This is an optimization exercise on Yosys and OpenROAD, whose aim is small area and a short achievable clock period, not a production implementation. Only simulation tests tie the RTL to the original design; equivalence was not proved. Power is estimated from default activity; no workload was simulated.

### flow/run.sh
#!/bin/bash
# synth_recipe.tcl (not shown) runs the flow's synth.tcl, then flattens the netlist and writes it again
# the make line also repeats each setting of config.mk as NAME=value (left out here)
make -C /OpenROAD-flow-scripts/flow DESIGN_CONFIG=/design/flow/config.mk WORK_HOME=/design/flow/orfs CLKGATE_MAP_FILE= SYNTH_SCRIPT=/design/flow/synth_recipe.tcl finish
### flow/config.mk
export PLATFORM = sky130hd
export DESIGN_NAME = breakout_top
export DESIGN_NICKNAME = breakout_top
export VERILOG_FILES = /design/flow/design.v
export SDC_FILE = /design/flow/constraint.sdc
export NUM_CORES = 4
export LEC_CHECK = 0
export CAP_MARGIN = 20
export CORE_MARGIN = 2
export CORE_UTILIZATION = 40
export SLEW_MARGIN = 20
### flow/constraint.sdc
create_clock -name core_clock -period 14.0 [get_ports {clk}]
set_input_delay 2.8000 -clock core_clock [delete_from_list [all_inputs] [get_ports {clk}]]
set_output_delay 2.8000 -clock core_clock [all_outputs]
set_load 0.01 [all_outputs]
### flow/design.v
`timescale 1ns/1ns
module breakout_top (
    input  logic        clk,
    input  logic        rst,
    input  logic [3:0]  ctrl,      
    input  logic        vsync,
    input  logic [20:0] px,        
    output logic [23:0] rgb,       
    output logic        started,
    output logic        over
);
    logic vsync_q, step;
    logic ball_lost;
    always_ff @(posedge clk or negedge rst) begin
        if (!rst) begin
            vsync_q <= 1'b0;
            step    <= 1'b0;
            started <= 1'b0;
            over    <= 1'b0;
        end else begin
            vsync_q <= vsync;
            step    <= vsync & ~vsync_q & started & ~over & ~ctrl[0];
            if (ctrl[3]) started <= 1'b1;
            if (step && ball_lost) over <= 1'b1;
        end
    end
    logic [9:0] padl;            
    logic [9:0] bx, by;          
    logic [3:0] vx;              
    logic [1:0] vym1;            
    logic       dx, dy;          
    logic [4:0] hxp;             
    logic [24:0] alive;
    assign ball_lost = by >= 10'd427;
    logic [9:0] padl_n;
    always_comb begin
        padl_n = padl;
        if (ctrl[2])      padl_n = (padl > 10'd228) ? padl - 10'd4 : 10'd224;
        else if (ctrl[1]) padl_n = (padl < 10'd484) ? padl + 10'd4 : 10'd488;
    end
    logic [4:0] hx;              
    logic [4:0] hy;              
    logic [24:0] hit;
    logic [4:0] colhit;
    logic bounce_x, bounce_y;
    always_comb begin
        for (int c = 0; c < 5; c++)
            hx[c] = (bx >= 10'(248 + 50 * c)) && (bx <= 10'(300 + 50 * c));
        for (int r = 0; r < 5; r++)
            hy[r] = (by >= 10'(103 + 20 * r)) && (by <= 10'(130 + 20 * r));
        for (int r = 0; r < 5; r++)
            for (int c = 0; c < 5; c++)
                hit[r*5+c] = alive[r*5+c] & hy[r] & hx[c];
        for (int c = 0; c < 5; c++)
            colhit[c] = hit[c] | hit[5+c] | hit[10+c] | hit[15+c] | hit[20+c];
        bounce_x = |(colhit & ~hxp);
        bounce_y = |(colhit & hxp);
    end
    logic        paddle_hit;
    logic [10:0] u;
    logic [6:0]  ul;
    logic [5:0]  aoff;
    logic [3:0]  angle;
    logic [1:0]  angle_vym1;
    always_comb begin
        u  = {1'b0, bx} - {1'b0, padl};
        ul = u[6:0];
        paddle_hit = (by >= 10'd414) && (by <= 10'd425) && (u[10:7] == 4'd0) && (ul <= 7'd80);
        aoff = (ul >= 7'd40) ? 6'(ul - 7'd40) : 6'(7'd40 - ul);
        angle = (aoff > 6'd30) ? 4'd8 : 4'((aoff[4:0] + 5'd1) >> 2);
        if (angle <= 4'd2)      angle_vym1 = 2'd3;
        else if (angle <= 4'd5) angle_vym1 = 2'd2;
        else if (angle <= 4'd7) angle_vym1 = 2'd1;
        else                    angle_vym1 = 2'd0;
    end
    logic [9:0] bx_n, by_n;
    logic [3:0] vx_n;
    logic [1:0] vym1_n;
    logic       dx_n, dy_n;
    always_comb begin
        bx_n = dx ? bx + 10'(vx) : bx - 10'(vx);
        by_n = dy ? by + 10'(vym1) + 10'd1 : by - 10'(vym1) - 10'd1;
        vx_n = vx;
        vym1_n = vym1;
        dx_n = dx;
        dy_n = dy;
        if (bx <= 10'd230)      dx_n = 1'b1;
        else if (bx >= 10'd562) dx_n = 1'b0;
        if (by <= 10'd95)       dy_n = 1'b1;
        else if (by >= 10'd427) dy_n = 1'b0;
        if (paddle_hit) begin
            by_n   = 10'd413;
            dy_n   = 1'b0;
            dx_n   = ul > 7'd40;
            vx_n   = angle;
            vym1_n = angle_vym1;
        end
        if (bounce_x) dx_n = ~dx;
        if (bounce_y) dy_n = ~dy;
    end
    always_ff @(posedge clk or negedge rst) begin
        if (!rst) begin
            padl  <= 10'd331;
            bx    <= 10'd371;
            by    <= 10'd286;
            vx    <= 4'd0;
            vym1  <= 2'd1;
            dx    <= 1'b1;
            dy    <= 1'b1;
            hxp   <= 5'b00100;
            alive <= '1;
        end else if (step) begin
            padl  <= padl_n;
            bx    <= bx_n;
            by    <= by_n;
            vx    <= vx_n;
            vym1  <= vym1_n;
            dx    <= dx_n;
            dy    <= dy_n;
            hxp   <= hx;
            alive <= alive & ~hit;
        end
    end
    logic [9:0] qx, qy;
    logic       act;
    assign qx  = px[20:11];
    assign qy  = px[10:1];
    assign act = px[0];
    logic border, on_ball, on_paddle, on_brick;
    logic [2:0] brow;
    logic [10:0] ddx, ddy, t;
    logic [2:0] abx, aby, apy;
    logic [6:0] tl;
    always_comb begin
        border = (qx >= 10'd221) && (qx <= 10'd570) && (qy >= 10'd86) && (qy <= 10'd435) &&
                 !((qx >= 10'd224) && (qx <= 10'd567) && (qy >= 10'd89) && (qy <= 10'd432));
        ddx = {1'b0, qx} - {1'b0, bx};
        ddy = {1'b0, qy} - {1'b0, by};
        abx = ddx[10] ? 3'(-ddx[2:0]) : ddx[2:0];
        aby = ddy[10] ? 3'(-ddy[2:0]) : ddy[2:0];
        on_ball = 1'b0;
        if ((ddx[10:3] == 8'h00 || (ddx[10:3] == 8'hFF && ddx[2:0] != 3'd0)) &&
            (ddy[10:3] == 8'h00 || (ddy[10:3] == 8'hFF && ddy[2:0] != 3'd0))) begin
            case (aby)
                3'd0:             on_ball = abx <= 3'd6;
                3'd1, 3'd2, 3'd3: on_ball = abx <= 3'd5;
                3'd4:             on_ball = abx <= 3'd4;
                3'd5:             on_ball = abx <= 3'd3;
                3'd6:             on_ball = abx == 3'd0;
                default:          on_ball = 1'b0;
            endcase
        end
        t   = {1'b0, qx} - {1'b0, padl};
        tl  = t[6:0];
        apy = (qy >= 10'd420) ? 3'(qy - 10'd420) : 3'(10'd420 - qy);
        on_paddle = 1'b0;
        if (qy >= 10'd415 && qy <= 10'd425 && t[10:7] == 4'd0) begin
            case (apy)
                3'd0:             on_paddle = tl <= 7'd80;
                3'd1, 3'd2, 3'd3: on_paddle = tl >= 7'd1 && tl <= 7'd79;
                3'd4:             on_paddle = tl >= 7'd2 && tl <= 7'd78;
                default:          on_paddle = tl >= 7'd5 && tl <= 7'd75;
            endcase
        end
        on_brick = 1'b0;
        brow = 3'd0;
        for (int r = 0; r < 5; r++)
            for (int c = 0; c < 5; c++)
                if (alive[r*5+c] &&
                    qx >= 10'(254 + 50 * c) && qx <= 10'(293 + 50 * c) &&
                    qy >= 10'(109 + 20 * r) && qy <= 10'(123 + 20 * r)) begin
                    on_brick = 1'b1;
                    brow = 3'(r);
                end
    end
    logic [3:0] code, code_q;
    always_comb begin
        if (!act)               code = 4'd0;
        else if (!started)      code = 4'd1;
        else if (over)          code = 4'd2;
        else if (border)        code = 4'd3;
        else if (on_ball)       code = 4'd4;
        else if (on_paddle)     code = 4'd5;
        else if (on_brick)      code = {1'b1, brow};
        else                    code = 4'd0;
    end
    always_ff @(posedge clk or negedge rst) begin
        if (!rst) code_q <= 4'd0;
        else      code_q <= code;
    end
    always_comb begin
        case (code_q)
            4'd1:    rgb = 24'h202040;
            4'd2:    rgb = 24'h800000;
            4'd3:    rgb = 24'h4BA3C3;
            4'd4:    rgb = 24'hFF0000;
            4'd5:    rgb = 24'hFFFFFF;
            4'd8:    rgb = 24'hFFADAD;
            4'd9:    rgb = 24'hFDFFB6;
            4'd10:   rgb = 24'hCAFFBF;
            4'd11:   rgb = 24'h9BF6FF;
            4'd12:   rgb = 24'hBDB2FF;
            default: rgb = 24'h000000;
        endcase
    end
endmodule
==> run notes <==
-- sequential cells by signal, summed over array words and instances (netlist names) --
| name | flops |
|---|---|
| alive | 25 |
| bx | 10 |
| by | 10 |
| padl | 9 |
| hxp | 5 |
| code_q | 4 |
| vx | 4 |
| vym1 | 2 |
| dx | 1 |
| dy | 1 |
| over | 1 |
| started | 1 |
| step | 1 |
| vsync_q | 1 |
-- power groups by stage --
stage	Combinational, mW	Sequential (mW)	Clock (mW)
after floorplan	0.875	0.299	0
after global placement	1.06	0.354	0
after detailed placement	1.07	0.353	0
after CTS	1.07	0.350	0.249
after global routing	1.21	0.361	0.260
final	1.08	0.352	0.246
-- layout make-up --
class	instances	area [um^2]	area share, %
repair buffers	58	566	5.98
well taps	275	344	3.64
inverters	90	338	3.57
multi-input cells	847	5970	63.2
flip-flops and latches	75	1930	20.4
clock buffers	9	225	2.38
clock inverters	7	81.3	0.860
-- worst max path at each step --
stage                                     end  slack [ns]  cells after the start
after floorplan           code_q[1]$_DFF_PN0_        8.37                     12
after global placement    code_q[1]$_DFF_PN0_        7.59                     11
after detailed placement  code_q[1]$_DFF_PN0_        7.49                     13
after CTS                 code_q[1]$_DFF_PN0_        7.85                     13
after global routing      code_q[1]$_DFF_PN0_        7.56                     13
final                     code_q[1]$_DFF_PN0_        7.83                     11
-- cells in the final DEF (no fill, tap or decap), types with 8 or more instances in the layout --
master / count
dfrtp_1: 31
inv_1: 89
mux2_2: 8
and3_1: 9
nor2_1: 79
dfstp_2: 44
xnor2_1: 32
a21o_1: 24
nor4_1: 14
a2111oi_0: 8
a21boi_0: 14
nor2b_1: 9
a22oi_1: 8
a222oi_1: 13
nand2b_1: 14
xor2_1: 11
nand3_1: 37
o211ai_1: 9
clkbuf_16: 9
a21oi_1: 61
ha_1: 73
clkdlybuf4s50_1: 52
nand2_1: 96
o21ai_0: 57
o21a_1: 25
a211oi_1: 13
nor3_1: 31
a31oi_1: 17
nand4_1: 11
-- critical path: stages --
cell and delay [ns]:
clkdlybuf4s50_1 0.69, fa_1 0.59, a21o_1 0.21, a2111oi_0 0.44, a41o_1 0.19, or2_2 0.15
a221oi_1 0.07, or4_1 0.63, o21ai_0 0.26, nor3_1 0.08, o311a_1 0.29
-- metal layers --
layer  up-vias  global-route usage, %  routed length (um)
met5         -                      0                   0
met4         0                   8.43                 846
met3        38                   3.15                1430
met2       260                   35.0               10900
met1      3876                   31.6               11700
li1       4030                      -                   -
-- through the flow --
step	setup WS, ns	hold WS (ns)	instances
4_1_cts	7.85	0.460	1361
2_1_floorplan	8.37	0.435	1055
6_report	7.83	0.462	1361
3_5_place_dp	7.49	0.451	1345
3_3_place_gp	7.59	0.452	1345
5_1_grt	7.56	0.479	1361
-- cells by family after synthesis --
kind of cell	share of synthesized area, %
XOR/XNOR	4.66
AO/OA/AOI/OAI	31.3
flip-flops	22.9
AND/OR/NAND/NOR	20.4
buffers and inverters	6.32
adder cells (fa/ha/maj)	12.5
multiplexers	1.96
-- cells in the mapped netlist (all sizes together), types with 7 or more instances --
| cell type | instances |
|---|---|
| or2 | 7 |
| nand2b | 14 |
| clkbuf | 30 |
| nor2 | 79 |
| or3 | 7 |
| inv | 89 |
| o21ai | 61 |
| xnor2 | 33 |
| ha | 73 |
| and3 | 9 |
| xor2 | 11 |
| a222oi | 13 |
| dfrtp | 31 |
| nor2b | 10 |
| fa | 7 |
| a21o | 24 |
| a21oi | 61 |
| nor4 | 14 |
| o21a | 25 |
| nand3 | 38 |
| mux2 | 9 |
| a21boi | 15 |
| o211ai | 10 |
| buf | 13 |
| o22ai | 7 |
| a31oi | 17 |
| a211oi | 15 |
| nor3 | 33 |
| a2111oi | 12 |
| a221oi | 7 |
| a22oi | 8 |
| nand4 | 11 |
| o41ai | 7 |
| dfstp | 44 |
| nand2 | 96 |
==> run notes <==
Pre-antenna DRT Iters 8; Area growth, synth to finish 12.1%; cell-internal power 0.850 mW; cell area after synthesis 8440 um^2; sequential fraction of design power 21.0%; standard-cell rows 53; nature of the critical path endpoint flip-flop; Sw Share 49.2%; instance area after placement 9150 um^2; fill cell total of the finished layout 2,162; accumulated negative setup slack 0 ns; average instance area after synthesis 8.00 um^2; Avg Vias per Cell 6.03; cell taking the most area after synthesis dfstp_2; number of antenna-violating nets in the routed design 0; worst vdd ir 0.214 mV; top fanout value on the critical path 12; Die ar. 22,300 um^2; FFs w/ async S/R, synth 100%; Total Routed Length 24.8 mm; Synth Flop Type dfstp_2; crit path DAT 6.40 ns; largest net degree at the start of global routing 76; detailed-route wire length per cell 18.2 um; CTS max path bufs 2; clock tree from TritonCTS built; core area 20,900 um^2; RSZ-0062 raised after global routing no; Worst setup startpoint px[12]; synthesis-stage register bit count 75; Clock Power Share 14.7%; post-layout minimum cycle time 6.17 ns; Placer Congestion 0.913; via count of the first global-routing pass 7,643; final-report max-slew violation count 0; number of hold violations in the final report 0; Clock Pin Slew Worst Setup and Hold Paths 0.06 ns; critical path launch point type input pin; boundary pin count 54; part of the Yosys area used for sequential elements 22.9%; overall power 1.67 mW; share of final-layout standard cells stronger than drive strength 1 9.48%; number of violations of the max-capacitance limit 0; fraction of power consumed by combinational cells 64.3%; number of antenna violations at the first check in global routing 0; WP data required 14.23 ns; detailed-placement wirelength estimate 19.3 mm; TritonCTS buffer count 9; achievable clock frequency 162 MHz; pwr/cell area 177 nW/um^2; share of Yosys cell area claimed by the top area cell type 13.7%; hold-critical path depth 2; Static Leakage 3.72 nW; Initial Util 40.4%; clock skew 0.0104 ns; launch instance of the worst min-delay path alive[14]$_DFFE_PN1P_; result of the run finished clean; post-route core utilization 45.3%; leading post-synthesis cells by cell area dfstp_2 14%, ha_1 11%, dfrtp_1 9.2%, nand2_1 4.3%, inv_1 4.0%; grt ovf 0; IO buf count 53; Syn. warnings 1; count of endpoints failing setup in the final report 0; Worst Max-Slew Pin Slew 1.26 ns; Syn Inst Count 1,055; final critical-path share of the clock period 44.1%; global-route wire length before repair 40.0 mm; Num Clock Sinks 75; reg-to-reg critical path endpoint vx[3]$_DFFE_PN0P_; count of unique library cells instantiated by Yosys 95; Synth Net Count 1,163; Die Y 149 um; vias 8,204; area of all placed cells without fillers 9460 um^2; path type of the worst setup path input pin to flip-flop; Inserted Diodes 0; library cell used as clock root buffer clkbuf_16; worst hold path endpoint alive[14]$_DFFE_PN1P_; path class of the lowest-slack min-delay path flip-flop to flip-flop; switching power of the nets 0.824 mW; H-tree depth 3; width of the die 149 um; overall global routing resource usage 22.4%; number of enable-type register cells in the synthesized netlist 0; normalized max-slew margin 15.4%; insertion delay to the later sink of the worst-skew pair 0.35 ns; remaining design rule violation count 0; flop-to-flop setup slack 9.87 ns; FF-to-FF Start padl[0]$_DFFE_PN1P_; quantity of gates resized following cts 0; DR iter-0 viols 648; hold buffer count at cts 0; number of nets in the finished design 1,189; number of buffers inserted by post-CTS setup repair 0; reg2reg path depth 15

==> re-timing with driven ports <==
In the flow no input, the clock included, has a driving cell. The finished layout below was timed again as built, in two steps. Step 1, drivers: a clkbuf_16 drives clk and a buf_2 each remaining input, both assumed. Step 2, shift: input delay + t, output delay - t, t = (earliest + latest rising clock arrival at the registers) / 2. This alone moves slack from input paths to output paths. Slacks: ideal / step 1 / step 2; pairs: ideal / step 1.
shift t [ns]: 0.392
setup slack, ns: 7.829 / 7.834 / 7.443
worst setup path after step 2: input to register
worst slew at a driven data input, ns: 0.06
After both steps setup and hold are still met in this run. For this run, drivers alone change the setup slack by +0.005 ns; drivers and shift together by -0.386 ns.
